Background: an optimization exercise with open tools, aiming at small area and a short achievable clock period. Do not read the settings as production practice. No run shown here included a check of the RTL's function; only the layout flow was run.

==> flow/design.v, too long to show whole: its modules and the start of the top module <==
// module chroma_upsampler: 33 lines
// module chroma_taps: 672 lines
// module chroma_interp: 443 lines
// module rgb_converter: 2131 lines
// module luma_scale: 352 lines
// module yuv_to_rgb_core: 180 lines
module yuv_to_rgb_core (
	input  logic                CLOCK_50_I,
	input  logic                resetn,
	input  logic                pair_strobe,
	input  pixel_pkg::sample_t  y_even,
	input  pixel_pkg::sample_t  y_odd,
	input  pixel_pkg::sample_t  u_in,
	input  pixel_pkg::sample_t  v_in,
	output logic                rgb_strobe,
	output pixel_pkg::channel_t r_even,
	output pixel_pkg::channel_t g_even,
	output pixel_pkg::channel_t b_even,
	output pixel_pkg::channel_t r_odd,
	output pixel_pkg::channel_t g_odd,
	output pixel_pkg::channel_t b_odd
);
  // ...
==> flow/flow/run.sh <==
#!/bin/bash
# Standard layout, with one extra step between synthesis and floorplan:
# flow/polarity.py re-polarises the full-adder cells of the standard
# synthesis netlist to drop the inverters synthesis leaves between them.
# Each tool's output goes to a log of its own in this folder.
set -e
R=orfs/results/$FLOW_PLATFORM/yuv_to_rgb_core/base
bash standard.sh synth > 1_synth_std.log 2>&1
cp $R/1_2_yosys.v 1_2_yosys_std.v
python3 flow/polarity.py 1_2_yosys_std.v $R/1_2_yosys.v > polarity.log 2>&1
export SETUP_SLACK_MARGIN=7.9
# Port buffers: a plain buffer rather than the delay cell buffer_ports picks
export BUFFER_PORTS_ARGS="-buffer_cell sky130_fd_sc_hd__buf_2"
bash standard.sh finish > finish.log 2>&1
==> flow/flow/polarity.py <==
#!/usr/bin/env python3
"""Re-polarise full adders in a flat Yosys netlist of sky130 cells.

A full adder is self-dual: FA(~a, ~b, ~c) = (~sum, ~cout).  Synthesis leaves
many inverters between adder cells; this pass chooses, for every fa cell,
whether it computes its signals true or complemented, so that as few nets as
possible need an inverter, then rebuilds the inverters.  The logic function
of every port and register input is unchanged.

usage: polarity.py IN.v OUT.v"""
import re
import sys

INV_RE = re.compile(r"^sky130_fd_sc_hd__inv_\d+$")
FA_RE = re.compile(r"^sky130_fd_sc_hd__fa_\d+$")
OUT_PINS = {"X", "Y", "Q", "Q_N", "SUM", "COUT", "HI", "LO", "GCLK"}

src = open(sys.argv[1]).read()

mod_start = src.index("module ")
body_start = src.index(";", mod_start) + 1
end_idx = src.rindex("endmodule")
header = src[:body_start]
body = src[body_start:end_idx]

# statements of the module body, split on ';' outside of parentheses is not
# needed: yosys writes one statement per ';'
stmts = [s for s in body.split(";")]
cell_re = re.compile(r"^\s*(sky130_fd_sc_hd__\w+)\s+(\S+)\s*\((.*)\)\s*$", re.S)
pin_re = re.compile(r"\.(\w+)\(\s*(.*?)\s*\)\s*(?:,|$)", re.S)

cells = []      # [type, name, {pin: net}]
other = []      # statements kept verbatim (declarations, assigns)
port_nets = set()
for s in stmts:
    st = s.strip()
    if not st:
        continue
    m = cell_re.match(st)
    if m:
        pins = {}
        for p, n in pin_re.findall(m.group(3)):
            pins[p] = n.strip()
        cells.append([m.group(1), m.group(2), pins])
    else:
        other.append(s)
        mm = re.match(r"^\s*(input|output|inout)\s+(\[[^\]]*\]\s*)?(.+)$", st, re.S)
        if mm:
            port_nets.add(mm.group(3).strip())

def base(net):
    # port 'foo' referenced as 'foo[3]'
    b = re.sub(r"\s*\[\d+\]$", "", net)
    return b

# nets named in assigns are left alone
assign_nets = set()
for s in other:
    if s.strip().startswith("assign"):
        for tok in re.findall(r"(\\\S+|[A-Za-z_][\w$.]*(?:\s*\[\d+\])?)", s.strip()[6:]):
            assign_nets.add(tok.strip())
            assign_nets.add(base(tok.strip()))

def fixed_net(net):
    return net in port_nets or base(net) in port_nets or net in assign_nets or base(net) in assign_nets

driver = {}
for ci, (t, name, pins) in enumerate(cells):
    for p, n in pins.items():
        if p in OUT_PINS:
            driver[n] = (ci, p)

# inverters that can be dissolved: input and output are plain internal nets
inv_of = {}   # output net -> input net
dissolve = set()
for ci, (t, name, pins) in enumerate(cells):
    if INV_RE.match(t) and "A" in pins and "Y" in pins and not fixed_net(pins["Y"]):
        inv_of[pins["Y"]] = pins["A"]
        dissolve.add(ci)

def root_of(net):
    par = 0
    seen = 0
    while net in inv_of and seen < 100:
        net = inv_of[net]
        par ^= 1
        seen += 1
    return net, par

# an adder whose output is a port or named in an assign keeps its polarity
fa_cells = [ci for ci, c in enumerate(cells) if FA_RE.match(c[0])
            and not any(fixed_net(n) for p, n in c[2].items() if p in OUT_PINS)]
is_fa = set(fa_cells)
fa_in = ("A", "B", "CIN")
fa_out = ("SUM", "COUT")

# consumer pins: (cell, pin) -> (root, parity)
cons = {}
for ci, (t, name, pins) in enumerate(cells):
    if ci in dissolve:
        continue
    for p, n in pins.items():
        if p in OUT_PINS:
            continue
        cons[(ci, p)] = root_of(n)
# inverters kept (fixed outputs) consume as normal cells: already covered

# polarity per fa cell
pol = {ci: 0 for ci in fa_cells}

def drv_pol(root):
    d = driver.get(root)
    if d and d[0] in is_fa:
        return pol[d[0]]
    return 0

# the FA outputs root nets: which roots does each FA drive
fa_roots = {ci: [cells[ci][2][p] for p in fa_out if p in cells[ci][2]] for ci in fa_cells}
root_cons = {}
for k, (r, par) in cons.items():
    root_cons.setdefault(r, []).append(k)

def need(k):
    ci, p = k
    r, par = cons[k]
    if ci in is_fa and p in fa_in:
        return par ^ pol[ci]
    return par

def root_cost(r):
    dp = drv_pol(r)
    for k in root_cons.get(r, []):
        if need(k) != dp:
            return 1
    return 0

def fa_touch(ci):
    rs = set(fa_roots[ci])
    for p in fa_in:
        if (ci, p) in cons:
            rs.add(cons[(ci, p)][0])
    return rs

def total():
    return sum(root_cost(r) for r in root_cons)

before = total()
touch = {ci: fa_touch(ci) for ci in fa_cells}


def delta(ci):
    rs = touch[ci]
    c0 = sum(root_cost(r) for r in rs)
    pol[ci] ^= 1
    c1 = sum(root_cost(r) for r in rs)
    pol[ci] ^= 1
    return c1 - c0


def descend():
    improved = True
    while improved:
        improved = False
        for ci in fa_cells:
            if delta(ci) < 0:
                pol[ci] ^= 1
                improved = True


# greedy descent, then annealing that accepts sideways and rare uphill moves
import random
rng = random.Random(1)
descend()
best_cost = total()
best = dict(pol)
cur = best_cost
temp = 1.0
for step in range(200000):
    ci = fa_cells[rng.randrange(len(fa_cells))]
    d = delta(ci)
    if d <= 0 or rng.random() < pow(2.718, -d / temp):
        pol[ci] ^= 1
        cur += d
        if cur < best_cost:
            best_cost = cur
            best = dict(pol)
    temp = max(0.05, 1.0 - step / 150000.0)
pol.update(best)
descend()
after = total()

# rebuild: FA polarity flip means its logical output root now carries the
# complement on the same net; every consumer pin gets the net or a shared
# inverter of it
new_inv = {}
out_cells = []
ninv = 0
def inv_net(r):
    global ninv
    if r not in new_inv:
        nm = f"_pol_n{ninv}_"
        new_inv[r] = nm
        ninv += 1
    return new_inv[r]

for ci, (t, name, pins) in enumerate(cells):
    if ci in dissolve:
        continue
    newpins = dict(pins)
    for p in pins:
        if p in OUT_PINS:
            continue
        r, par = cons[(ci, p)]
        if need((ci, p)) == drv_pol(r):
            newpins[p] = r
        else:
            newpins[p] = inv_net(r)
    out_cells.append((t, name, newpins))

def esc(n):
    # escaped identifiers end at white space
    return n + " " if n.startswith("\\") else n


lines = [header]
for s in other:
    lines.append(s + ";")
for r, nm in new_inv.items():
    lines.append(f"\n  wire {nm};")
for i, (r, nm) in enumerate(new_inv.items()):
    lines.append(f"\n  sky130_fd_sc_hd__inv_1 _pol_i{i}_ (\n    .A({esc(r)}),\n    .Y({nm})\n  );")
for t, name, pins in out_cells:
    pl = ",\n".join(f"    .{p}({esc(n)})" for p, n in pins.items())
    lines.append(f"\n  {t} {name} (\n{pl}\n  );")
lines.append("\nendmodule\n")
open(sys.argv[2], "w").write("".join(lines))
flipped = sum(pol.values())
sys.stderr.write(f"polarity: {len(fa_cells)} fa cells, {flipped} flipped; "
                 f"inverters {len(dissolve)} dissolved, {len(new_inv)} rebuilt "
                 f"(complemented nets {before} -> {after})\n")
==> flow/standard.sh <==
#!/bin/bash
# synth_recipe.tcl (not shown) runs the flow's synth.tcl, then flattens the netlist and writes it again
# the make line also repeats each setting of config.mk as NAME=value (left out here)
make -C /OpenROAD-flow-scripts/flow DESIGN_CONFIG=/design/flow/config.mk WORK_HOME=/design/flow/orfs CLKGATE_MAP_FILE= SYNTH_SCRIPT=/design/flow/synth_recipe.tcl "${@:-finish}"
==> flow/config.mk <==
export PLATFORM = sky130hd
export DESIGN_NAME = yuv_to_rgb_core
export DESIGN_NICKNAME = yuv_to_rgb_core
export VERILOG_FILES = /design/flow/design.v
export SDC_FILE = /design/flow/constraint.sdc
export NUM_CORES = 4
export LEC_CHECK = 0
export ABC_AREA = 1
export CAP_MARGIN = 20
export CORE_MARGIN = 2
export CORE_UTILIZATION = 40
export CTS_BUF_LIST = sky130_fd_sc_hd__clkbuf_8
export SLEW_MARGIN = 20
==> flow/constraint.sdc <==
create_clock -name core_clock -period 11.5 [get_ports {CLOCK_50_I}]
set_input_delay 2.3000 -clock core_clock [delete_from_list [all_inputs] [get_ports {CLOCK_50_I}]]
set_output_delay 2.3000 -clock core_clock [all_outputs]
set_load 0.01 [all_outputs]
==> summary.txt, run 1 <==
----------------------------------------------------
[Finish]
  Fraction of standard cell area in multi-input logic ... a little under three fifths
  Register Area ... about 9200 um2
  Final layout net count ... roughly 4100
  Layout cells sized above 1 ... about 22%
  Cell type taking the most area ... multi-input gates
  Final std cells w/o fill ... 4316
  Final clock-cell share ... about 4.2%
  Non-clock buffering overhead in the final layout ... 5.58%

[STA]
  Final Worst Setup Slack ... around 7.8 ns
  Fin Setup TNS ... 0 ns
  Min cycle time layout ... roughly 3.7 ns

[Placed design]
  Detailed-placement wirelength estimate ... roughly 50000 um
  GPL Wtd Cong ... slightly above 0.9

[Die]
  Die Y-Extent ... roughly 280 um
  Die area ... 76900 um2

[Critical path]
  CP delay by family, top ... adder cells
  Data arrival time of the worst path ... roughly 4.2 ns
  Logic depth of the worst path, buffers included ... 14
  Worst path max stage delay ... 0.58 ns
  CP max stage cell ... sky130_fd_sc_hd__fa_1
  Data required time at the worst endpoint ... around 12 ns
  CP Launch Point ... u_q_s1[9]$_DFF_P_

[Detailed routing]
  Remaining number of nets flagged by the antenna check after routing ... 0
  Final wirelength ... 66700 um
  Via count of the routed design ... about 20000

[Clock tree]
  CTS buffer count ... 70
  # H-tree levels ... 3
  Number of setup buffers added after CTS ... ~120

[Global routing]
  GRT busiest layer ... met2

[Min path]
  Hold Path Sink ... y_even_s1[1]$_DFF_P_

[Synthesis]
  Syn avg cell area ... slightly above 10 um2

[Status]
  Status ... timing/DRC/antenna clean

----------------------------------------------------
==> run 2, diff against run 1 <==
--- a/flow/design.v
+++ b/flow/design.v
@@ -2174,61 +2174,16 @@
 	logic b_996;
 	logic b_997;
 	logic b_998;
 	logic b_999;
 	logic b_1000;
 	logic b_1001;
 	logic b_1002;
 	logic b_1003;
-	logic b_1004;
-	logic b_1005;
-	logic b_1006;
-	logic b_1007;
-	logic b_1008;
-	logic b_1009;
-	logic b_1010;
-	logic b_1011;
-	logic b_1012;
-	logic b_1013;
-	logic b_1014;
-	logic b_1015;
-	logic b_1016;
-	logic b_1017;
-	logic b_1018;
-	logic b_1019;
-	logic b_1020;
-	logic b_1021;
-	logic b_1022;
-	logic b_1023;
-	logic b_1024;
-	logic b_1025;
-	logic b_1026;
-	logic b_1027;
-	logic b_1028;
-	logic b_1029;
-	logic b_1030;
-	logic b_1031;
-	logic b_1032;
-	logic b_1033;
-	logic b_1034;
-	logic b_1035;
-	logic b_1036;
-	logic b_1037;
-	logic b_1038;
-	logic b_1039;
-	logic b_1040;
-	logic b_1041;
-	logic b_1042;
-	logic b_1043;
-	logic b_1044;
-	logic b_1045;
-	logic b_1046;
-	logic b_1047;
-	logic b_1048;
 	assign r_0 = l[7] ^ ~v[7];
 	assign r_1 = l[7] & ~v[7];
 	assign r_2 = l[8] ^ v[6];
 	assign r_3 = l[8] & v[6];
 	assign r_4 = l[9] ^ v[7];
 	assign r_5 = l[9] & v[7];
 	assign r_6 = ~l[13];
 	assign r_7 = l[14] ^ v[7];
@@ -3119,189 +3074,144 @@
 	assign b_892 = b_853 | b_891;
 	assign b_893 = b_854 & b_852;
 	assign b_894 = b_858 & b_855;
 	assign b_895 = b_857 | b_894;
 	assign b_896 = b_858 & b_856;
 	assign b_897 = b_861 & b_859;
 	assign b_898 = b_813 | b_897;
 	assign b_899 = b_861 & b_860;
-	assign b_900 = b_816 & b_862;
-	assign b_901 = b_815 | b_900;
-	assign b_902 = b_816 & b_863;
-	assign b_903 = b_866 & b_862;
-	assign b_904 = b_865 | b_903;
-	assign b_905 = b_866 & b_863;
-	assign b_906 = b_824 & b_868;
-	assign b_907 = b_823 | b_906;
-	assign b_908 = b_824 & b_869;
-	assign b_909 = b_872 & b_868;
-	assign b_910 = b_871 | b_909;
-	assign b_911 = b_872 & b_869;
-	assign b_912 = b_832 & b_874;
-	assign b_913 = b_831 | b_912;
-	assign b_914 = b_832 & b_875;
-	assign b_915 = b_878 & b_874;
-	assign b_916 = b_877 | b_915;
-	assign b_917 = b_878 & b_875;
-	assign b_918 = b_840 & b_880;
-	assign b_919 = b_839 | b_918;
-	assign b_920 = b_840 & b_881;
-	assign b_921 = b_884 & b_880;
-	assign b_922 = b_883 | b_921;
-	assign b_923 = b_884 & b_881;
-	assign b_924 = b_848 & b_886;
-	assign b_925 = b_847 | b_924;
-	assign b_926 = b_848 & b_887;
-	assign b_927 = b_890 & b_886;
-	assign b_928 = b_889 | b_927;
-	assign b_929 = b_890 & b_887;
-	assign b_930 = b_856 & b_892;
-	assign b_931 = b_855 | b_930;
-	assign b_932 = b_856 & b_893;
-	assign b_933 = b_896 & b_892;
-	assign b_934 = b_895 | b_933;
-	assign b_935 = b_896 & b_893;
-	assign b_936 = b_820 & b_904;
-	assign b_937 = b_819 | b_936;
-	assign b_938 = b_820 & b_905;
-	assign b_939 = b_869 & b_904;
+	assign b_900 = b_866 & b_862;
+	assign b_901 = b_865 | b_900;
+	assign b_902 = b_866 & b_863;
+	assign b_903 = b_872 & b_868;
+	assign b_904 = b_871 | b_903;
+	assign b_905 = b_872 & b_869;
+	assign b_906 = b_878 & b_874;
+	assign b_907 = b_877 | b_906;
+	assign b_908 = b_878 & b_875;
+	assign b_909 = b_884 & b_880;
+	assign b_910 = b_883 | b_909;
+	assign b_911 = b_884 & b_881;
+	assign b_912 = b_890 & b_886;
+	assign b_913 = b_889 | b_912;
+	assign b_914 = b_890 & b_887;
+	assign b_915 = b_896 & b_892;
+	assign b_916 = b_895 | b_915;
+	assign b_917 = b_896 & b_893;
+	assign b_918 = b_905 & b_901;
+	assign b_919 = b_904 | b_918;
+	assign b_920 = b_905 & b_902;
+	assign b_921 = b_911 & b_907;
+	assign b_922 = b_910 | b_921;
+	assign b_923 = b_911 & b_908;
+	assign b_924 = b_917 & b_913;
+	assign b_925 = b_916 | b_924;
+	assign b_926 = b_917 & b_914;
+	assign b_927 = b_923 & b_919;
+	assign b_928 = b_922 | b_927;
+	assign b_929 = b_923 & b_920;
+	assign b_930 = b_926 & b_928;
+	assign b_931 = b_925 | b_930;
+	assign b_932 = b_926 & b_929;
+	assign b_933 = b_908 & b_919;
+	assign b_934 = b_907 | b_933;
+	assign b_935 = b_908 & b_920;
+	assign b_936 = b_914 & b_928;
+	assign b_937 = b_913 | b_936;
+	assign b_938 = b_914 & b_929;
+	assign b_939 = b_869 & b_901;
 	assign b_940 = b_868 | b_939;
-	assign b_941 = b_869 & b_905;
-	assign b_942 = b_908 & b_904;
-	assign b_943 = b_907 | b_942;
-	assign b_944 = b_908 & b_905;
-	assign b_945 = b_911 & b_904;
-	assign b_946 = b_910 | b_945;
-	assign b_947 = b_911 & b_905;
-	assign b_948 = b_836 & b_916;
-	assign b_949 = b_835 | b_948;
-	assign b_950 = b_836 & b_917;
-	assign b_951 = b_881 & b_916;
-	assign b_952 = b_880 | b_951;
-	assign b_953 = b_881 & b_917;
-	assign b_954 = b_920 & b_916;
-	assign b_955 = b_919 | b_954;
-	assign b_956 = b_920 & b_917;
-	assign b_957 = b_923 & b_916;
-	assign b_958 = b_922 | b_957;
-	assign b_959 = b_923 & b_917;
-	assign b_960 = b_852 & b_928;
-	assign b_961 = b_851 | b_960;
-	assign b_962 = b_852 & b_929;
-	assign b_963 = b_893 & b_928;
-	assign b_964 = b_892 | b_963;
-	assign b_965 = b_893 & b_929;
-	assign b_966 = b_932 & b_928;
-	assign b_967 = b_931 | b_966;
-	assign b_968 = b_932 & b_929;
-	assign b_969 = b_935 & b_928;
-	assign b_970 = b_934 | b_969;
-	assign b_971 = b_935 & b_929;
-	assign b_972 = b_828 & b_946;
-	assign b_973 = b_827 | b_972;
-	assign b_974 = b_828 & b_947;
-	assign b_975 = b_875 & b_946;
-	assign b_976 = b_874 | b_975;
-	assign b_977 = b_875 & b_947;
-	assign b_978 = b_914 & b_946;
-	assign b_979 = b_913 | b_978;
-	assign b_980 = b_914 & b_947;
-	assign b_981 = b_917 & b_946;
-	assign b_982 = b_916 | b_981;
-	assign b_983 = b_917 & b_947;
-	assign b_984 = b_950 & b_946;
-	assign b_985 = b_949 | b_984;
-	assign b_986 = b_950 & b_947;
-	assign b_987 = b_953 & b_946;
-	assign b_988 = b_952 | b_987;
-	assign b_989 = b_953 & b_947;
-	assign b_990 = b_956 & b_946;
-	assign b_991 = b_955 | b_990;
-	assign b_992 = b_956 & b_947;
-	assign b_993 = b_959 & b_946;
-	assign b_994 = b_958 | b_993;
-	assign b_995 = b_959 & b_947;
-	assign b_996 = b_860 & b_970;
-	assign b_997 = b_859 | b_996;
-	assign b_998 = b_860 & b_971;
-	assign b_999 = b_899 & b_970;
-	assign b_1000 = b_898 | b_999;
-	assign b_1001 = b_899 & b_971;
-	assign b_1002 = b_899 & b_970;
-	assign b_1003 = b_898 | b_1002;
-	assign b_1004 = b_899 & b_971;
-	assign b_1005 = b_844 & b_994;
-	assign b_1006 = b_843 | b_1005;
-	assign b_1007 = b_844 & b_995;
-	assign b_1008 = b_887 & b_994;
-	assign b_1009 = b_886 | b_1008;
-	assign b_1010 = b_887 & b_995;
-	assign b_1011 = b_926 & b_994;
-	assign b_1012 = b_925 | b_1011;
-	assign b_1013 = b_926 & b_995;
-	assign b_1014 = b_929 & b_994;
-	assign b_1015 = b_928 | b_1014;
-	assign b_1016 = b_929 & b_995;
-	assign b_1017 = b_962 & b_994;
-	assign b_1018 = b_961 | b_1017;
-	assign b_1019 = b_962 & b_995;
-	assign b_1020 = b_965 & b_994;
-	assign b_1021 = b_964 | b_1020;
-	assign b_1022 = b_965 & b_995;
-	assign b_1023 = b_968 & b_994;
-	assign b_1024 = b_967 | b_1023;
-	assign b_1025 = b_968 & b_995;
-	assign b_1026 = b_971 & b_994;
-	assign b_1027 = b_970 | b_1026;
-	assign b_1028 = b_971 & b_995;
-	assign b_1029 = b_998 & b_994;
-	assign b_1030 = b_997 | b_1029;
-	assign b_1031 = b_998 & b_995;
-	assign b_1032 = b_1001 & b_994;
-	assign b_1033 = b_1000 | b_1032;
-	assign b_1034 = b_1001 & b_995;
-	assign b_1035 = b_1004 & b_994;
-	assign b_1036 = b_1003 | b_1035;
-	assign b_1037 = b_1004 & b_995;
-	assign b_1038 = b_844 ^ b_994;
-	assign b_1039 = b_846 ^ b_1006;
-	assign b_1040 = b_848 ^ b_1009;
-	assign b_1041 = b_850 ^ b_1012;
-	assign b_1042 = b_852 ^ b_1015;
-	assign b_1043 = b_854 ^ b_1018;
-	assign b_1044 = b_856 ^ b_1021;
-	assign b_1045 = b_858 ^ b_1024;
-	assign b_1046 = b_860 ^ b_1027;
-	assign b_1047 = b_861 ^ b_1030;
-	assign b_1048 = ~b_1033;
+	assign b_941 = b_869 & b_902;
+	assign b_942 = b_875 & b_919;
+	assign b_943 = b_874 | b_942;
+	assign b_944 = b_875 & b_920;
+	assign b_945 = b_881 & b_934;
+	assign b_946 = b_880 | b_945;
+	assign b_947 = b_881 & b_935;
+	assign b_948 = b_887 & b_928;
+	assign b_949 = b_886 | b_948;
+	assign b_950 = b_887 & b_929;
+	assign b_951 = b_893 & b_937;
+	assign b_952 = b_892 | b_951;
+	assign b_953 = b_893 & b_938;
+	assign b_954 = b_899 & b_931;
+	assign b_955 = b_898 | b_954;
+	assign b_956 = b_899 & b_932;
+	assign b_957 = b_816 & b_862;
+	assign b_958 = b_815 | b_957;
+	assign b_959 = b_816 & b_863;
+	assign b_960 = b_820 & b_901;
+	assign b_961 = b_819 | b_960;
+	assign b_962 = b_820 & b_902;
+	assign b_963 = b_824 & b_940;
+	assign b_964 = b_823 | b_963;
+	assign b_965 = b_824 & b_941;
+	assign b_966 = b_828 & b_919;
+	assign b_967 = b_827 | b_966;
+	assign b_968 = b_828 & b_920;
+	assign b_969 = b_832 & b_943;
+	assign b_970 = b_831 | b_969;
+	assign b_971 = b_832 & b_944;
+	assign b_972 = b_836 & b_934;
+	assign b_973 = b_835 | b_972;
+	assign b_974 = b_836 & b_935;
+	assign b_975 = b_840 & b_946;
+	assign b_976 = b_839 | b_975;
+	assign b_977 = b_840 & b_947;
+	assign b_978 = b_844 & b_928;
+	assign b_979 = b_843 | b_978;
+	assign b_980 = b_844 & b_929;
+	assign b_981 = b_848 & b_949;
+	assign b_982 = b_847 | b_981;
+	assign b_983 = b_848 & b_950;
+	assign b_984 = b_852 & b_937;
+	assign b_985 = b_851 | b_984;
+	assign b_986 = b_852 & b_938;
+	assign b_987 = b_856 & b_952;
+	assign b_988 = b_855 | b_987;
+	assign b_989 = b_856 & b_953;
+	assign b_990 = b_860 & b_931;
+	assign b_991 = b_859 | b_990;
+	assign b_992 = b_860 & b_932;
+	assign b_993 = b_844 ^ b_928;
+	assign b_994 = b_846 ^ b_979;
+	assign b_995 = b_848 ^ b_949;
+	assign b_996 = b_850 ^ b_982;
+	assign b_997 = b_852 ^ b_937;
+	assign b_998 = b_854 ^ b_985;
+	assign b_999 = b_856 ^ b_952;
+	assign b_1000 = b_858 ^ b_988;
+	assign b_1001 = b_860 ^ b_931;
+	assign b_1002 = b_861 ^ b_991;
+	assign b_1003 = ~b_955;
 	assign r[0] = ~r_343 & (r_342 | r_341 | r_333);
 	assign r[1] = ~r_343 & (r_342 | r_341 | r_334);
 	assign r[2] = ~r_343 & (r_342 | r_341 | r_335);
 	assign r[3] = ~r_343 & (r_342 | r_341 | r_336);
 	assign r[4] = ~r_343 & (r_342 | r_341 | r_337);
 	assign r[5] = ~r_343 & (r_342 | r_341 | r_338);
 	assign r[6] = ~r_343 & (r_342 | r_341 | r_339);
 	assign r[7] = ~r_343 & (r_342 | r_341 | r_340);
 	assign g[0] = ~g_730 & (g_729 | g_728 | g_720);
 	assign g[1] = ~g_730 & (g_729 | g_728 | g_721);
 	assign g[2] = ~g_730 & (g_729 | g_728 | g_722);
 	assign g[3] = ~g_730 & (g_729 | g_728 | g_723);
 	assign g[4] = ~g_730 & (g_729 | g_728 | g_724);
 	assign g[5] = ~g_730 & (g_729 | g_728 | g_725);
 	assign g[6] = ~g_730 & (g_729 | g_728 | g_726);
 	assign g[7] = ~g_730 & (g_729 | g_728 | g_727);
-	assign b[0] = ~b_1048 & (b_1047 | b_1046 | b_1038);
-	assign b[1] = ~b_1048 & (b_1047 | b_1046 | b_1039);
-	assign b[2] = ~b_1048 & (b_1047 | b_1046 | b_1040);
-	assign b[3] = ~b_1048 & (b_1047 | b_1046 | b_1041);
-	assign b[4] = ~b_1048 & (b_1047 | b_1046 | b_1042);
-	assign b[5] = ~b_1048 & (b_1047 | b_1046 | b_1043);
-	assign b[6] = ~b_1048 & (b_1047 | b_1046 | b_1044);
-	assign b[7] = ~b_1048 & (b_1047 | b_1046 | b_1045);
+	assign b[0] = ~b_1003 & (b_1002 | b_1001 | b_993);
+	assign b[1] = ~b_1003 & (b_1002 | b_1001 | b_994);
+	assign b[2] = ~b_1003 & (b_1002 | b_1001 | b_995);
+	assign b[3] = ~b_1003 & (b_1002 | b_1001 | b_996);
+	assign b[4] = ~b_1003 & (b_1002 | b_1001 | b_997);
+	assign b[5] = ~b_1003 & (b_1002 | b_1001 | b_998);
+	assign b[6] = ~b_1003 & (b_1002 | b_1001 | b_999);
+	assign b[7] = ~b_1003 & (b_1002 | b_1001 | b_1000);
 endmodule
 `default_nettype wire
 `default_nettype none
 module luma_scale (
 	input  logic [7:0] y,
 	output logic [24:2] l
 );
 	logic l_0;
==> run 2 against run 1 <==
Critical path depth is 5 higher. Non-clock buffer count is 2 lower. Synthesized cell count is 4.7% lower. Die area is 1.9% lower. Final cell count is 3.6% lower. Critical path type unchanged.
==> summary.txt, run 2 <==
----------------------------------------------------
[Clock tree]
  Clock buffer depth ... 3
  Cell at the root of the clock tree ... sky130_fd_sc_hd__clkbuf_8
  CTS buffer count ... 69 (-1.4%)
  Number of clock sinks seen by CTS ... 376
  Clock tree from TritonCTS ... yes
  Worst-Skew Late Latency ... roughly 0.66 ns
  # H-tree levels ... 3 (unchanged)
  Clock transition at the registers of the reported paths ... about 0.060 ns

[Critical path]
  CP Class ... register to register
  Worst path max stage delay ... 0.58 ns (about the same)
  CP max stage cell ... sky130_fd_sc_hd__fa_2
  CP Capture Type ... register
  Worst-path maximum fanout ... 8
  Crit start category ... register
  Startpoint of the worst register-to-register path ... u_even_s2[7]$_DFF_P_
  Most frequent CP cell ... sky130_fd_sc_hd__nand2_2
  Data required time at the worst endpoint ... 12.08 ns (+0.05 ns)
  Ordered cell list for the critical path ... clkinvlp_4, buf_4, buf_6, ha_1, fa_1, fa_1, nand2_1, nand3_1, inv_1, a21oi_1, nand2_2, nand2_2, nand2_2, fa_2, inv_2, o21ai_2, buf_6, nor2_4, a21oi_2
  CP Launch Point ... u_even_s2[7]$_DFF_P_
  Data arrival time of the worst path ... 4.35 ns (+0.13 ns)

[Finish]
  Most common library cell in the layout ignoring fill and taps ... sky130_fd_sc_hd__inv_1
  Post-synthesis to final-layout area growth ... 21.1%
  Final layout net count ... 3926 (-3.4%)
  Largest registers ranked by flip-flop count ... u_upsampler.win x40, v_upsampler.win x40
  Number of fill cells ... around 6500
  Final standard cell utilization of the core ... 48.8%
  Most frequent cells in the layout ... sky130_fd_sc_hd__inv_1 (487), sky130_fd_sc_hd__nand2_1 (410), sky130_fd_sc_hd__fa_1 (402)
  Layout cells sized above 1 ... 23.3% (+1.0 points)

[Detailed routing]
  Vias per std cell ... roughly 4.7
  Initial drt markers ... 972
  First-pass detailed-route iteration total ... 5
  Final wirelength ... 64700 um (-2.9%)
  Wire per inst ... around 16 um
  Top routing layer in use ... met4
  Via count of the routed design ... 19600 (-3.1%)
  Remaining number of nets flagged by the antenna check after routing ... 0 (unchanged)
  Total routed wire length on the met1 layer ... around 29000 um
  Count of unresolved DRC violations after routing ... 0
  Detailed route wirelength on metal3 ... approximately 3000 um
  WL met2 ... 30700 um

[Synthesis]
  Synthesized instance count ... approximately 2800
  Number of warnings reported in the yosys synthesis log ... 6
  Net count after synthesis ... 3595
  Syn Std Cell Area ... between 20000 and 30000 um2
  Syn avg cell area ... 10.4 um2 (+3.0%)

[STA]
  Fin Setup TNS ... 0 ns (unchanged)
  Fmax ... between 200 and 300 MHz
  Count of final hold-check violations ... 0
  Setup repair after global routing missed its margin ... true
  Measured slew at the worst slew-check pin ... between 0.9 and 1 ns
  Final Worst Setup Slack ... 7.73 ns (-0.0808 ns)
  Min cycle time layout ... 3.77 ns (+0.0808 ns)
  Number of pins with negative max-slew slack in the final report ... 0
  Worst slew margin relative to its limit ... around a third
  Worst clock skew ... ~0.034 ns
  Final Cycle Share ... between 30 and 40%
  Setup-failing EPs final ... 0

[Status]
  Status ... timing/DRC/antenna clean

[Job]
  Number of max-cap violations ... 0

[Global routing]
  Number of antenna violations at the first check in global routing ... 1
  Via count of the first global-routing pass ... 20400
  Total routing resource utilization after global routing ... between 15 and 20%
  Total global routing overflow ... 0
  Global-route wire length before repair ... about 100000 um
  Largest net degree at the start of global routing ... ~130

[Placed design]
  Number of input and output port buffers inserted ... 83
  Detailed-placement wirelength estimate ... 48500 um (-3.3%)
  Placement Setup Slack ... 7.23 ns
  GPL Wtd Cong ... 0.891 (-3.1%)

[Die]
  Die area ... 75500 um2 (-1.9%)
  Chip Width ... ~270 um
  Initial Util ... between 40% and 50%
  Cell row count ... ~100
  Core box area ... roughly 73000 um2
  Top-Level Pins ... 84
  Die Y-Extent ... 275 um (-0.94%)

[Min path]
  Worst Hold Class ... register to register
  Startpoint of the worst hold path ... ly_odd[2][4]$_DFFE_PP_

----------------------------------------------------
run 2: final cells by class:
| class | instances | area [um2] | share of cell area (%) |
|---|---|---|---|
| Antenna cell | 1 | 2.50 | 0.00705 |
| Clock buffer | 80 | 1100 | 3.10 |
| Clock inverter | 48 | 523 | 1.47 |
| Inverter | 528 | 2090 | 5.89 |
| Multi-Input combinational cell | 1900 | 19500 | 54.8 |
| Sequential cell | 376 | 9200 | 25.9 |
| Tap cell | 959 | 1200 | 3.38 |
| Timing Repair Buffer | 269 | 1920 | 5.40 |
run 2: timing repair:
| item | 4_1_cts | 5_1_grt |
|---|---|---|
| buffers inserted | 141 | 41 |
| resized for setup | 164 | 211 |
| gates cloned | 0 | 0 |
| setup endpoints to repair | 64 | 71 |
| hold buffers | 0 | 0 |
| pin swaps | 72 | 185 |
run 2: per-layer routing:
metal	vias up	track usage (%)
li1	9591	-
met4	0	6.11
met2	384	29.3
met3	120	3.44
met5	-	0
met1	9496	23.3
run 2: final timing paths:
check	end	depth (start not counted)	slack (ns)
setup / recovery	b_even[3]$_DFF_P_	19	7.73
hold / removal	y_odd_s1[4]$_DFF_P_	0	0.33
setup reg to reg	b_even[3]$_DFF_P_	19	7.73
hold reg to reg	y_odd_s1[4]$_DFF_P_	0	0.33
max in group asynchronous	idx[0]$_DFFE_PN1P_	1	9.66
min in group asynchronous	s1_valid$_DFF_PN0_	1	1.53
run 2: critical path, delay by kind of cell, from the launching register on:
family                     cells  cell delay, ns
DFF                            1            0.36
AOI/OAI and AO/OA              3            0.29
adders and majority gates      4            1.89
buffers and inverters          6            0.67
and+or+nand+nor                6            0.49
run 2: stage by stage:
stage                     cells  area, um2  hold slack, ns
after floorplan            2813      29400           0.323
after global placement     3850      31000           0.325
after detailed placement   3850      31000           0.327
after CTS                  4119      34300           0.333
after global routing       4161      35500           0.347
final                      4161      35500           0.332

-- re-timing with driven ports --
The flow's constraints put no driver on any port. The routed layouts listed below were extracted and timed again, unchanged, in two steps.
Step 1 sets driving cells, clkbuf_16 on the clock port and buf_2 on the other inputs (assumed; they add their load-dependent delay and slew).
Step 2 also shifts input and output timing later by t, the mid clock arrival at the registers, as if the neighbouring blocks saw the same clock.
a / b / c = ideal ports / drivers / drivers and shift; a / b = the first two.
run	t, ns	setup WS [ns]	worst register clock-pin slew, ns	worst data-port slew with drivers (ns)
run 1	0.688	7.816 / 7.816 / 7.558	0.07 / 0.07	0.04
run 2	0.700	7.735 / 7.735 / 7.677	0.07 / 0.07	0.05
After both steps setup and hold are still met in every run listed. For run 1, which loses most, drivers alone change the setup slack by 0.000 ns; drivers and shift together by -0.258 ns.
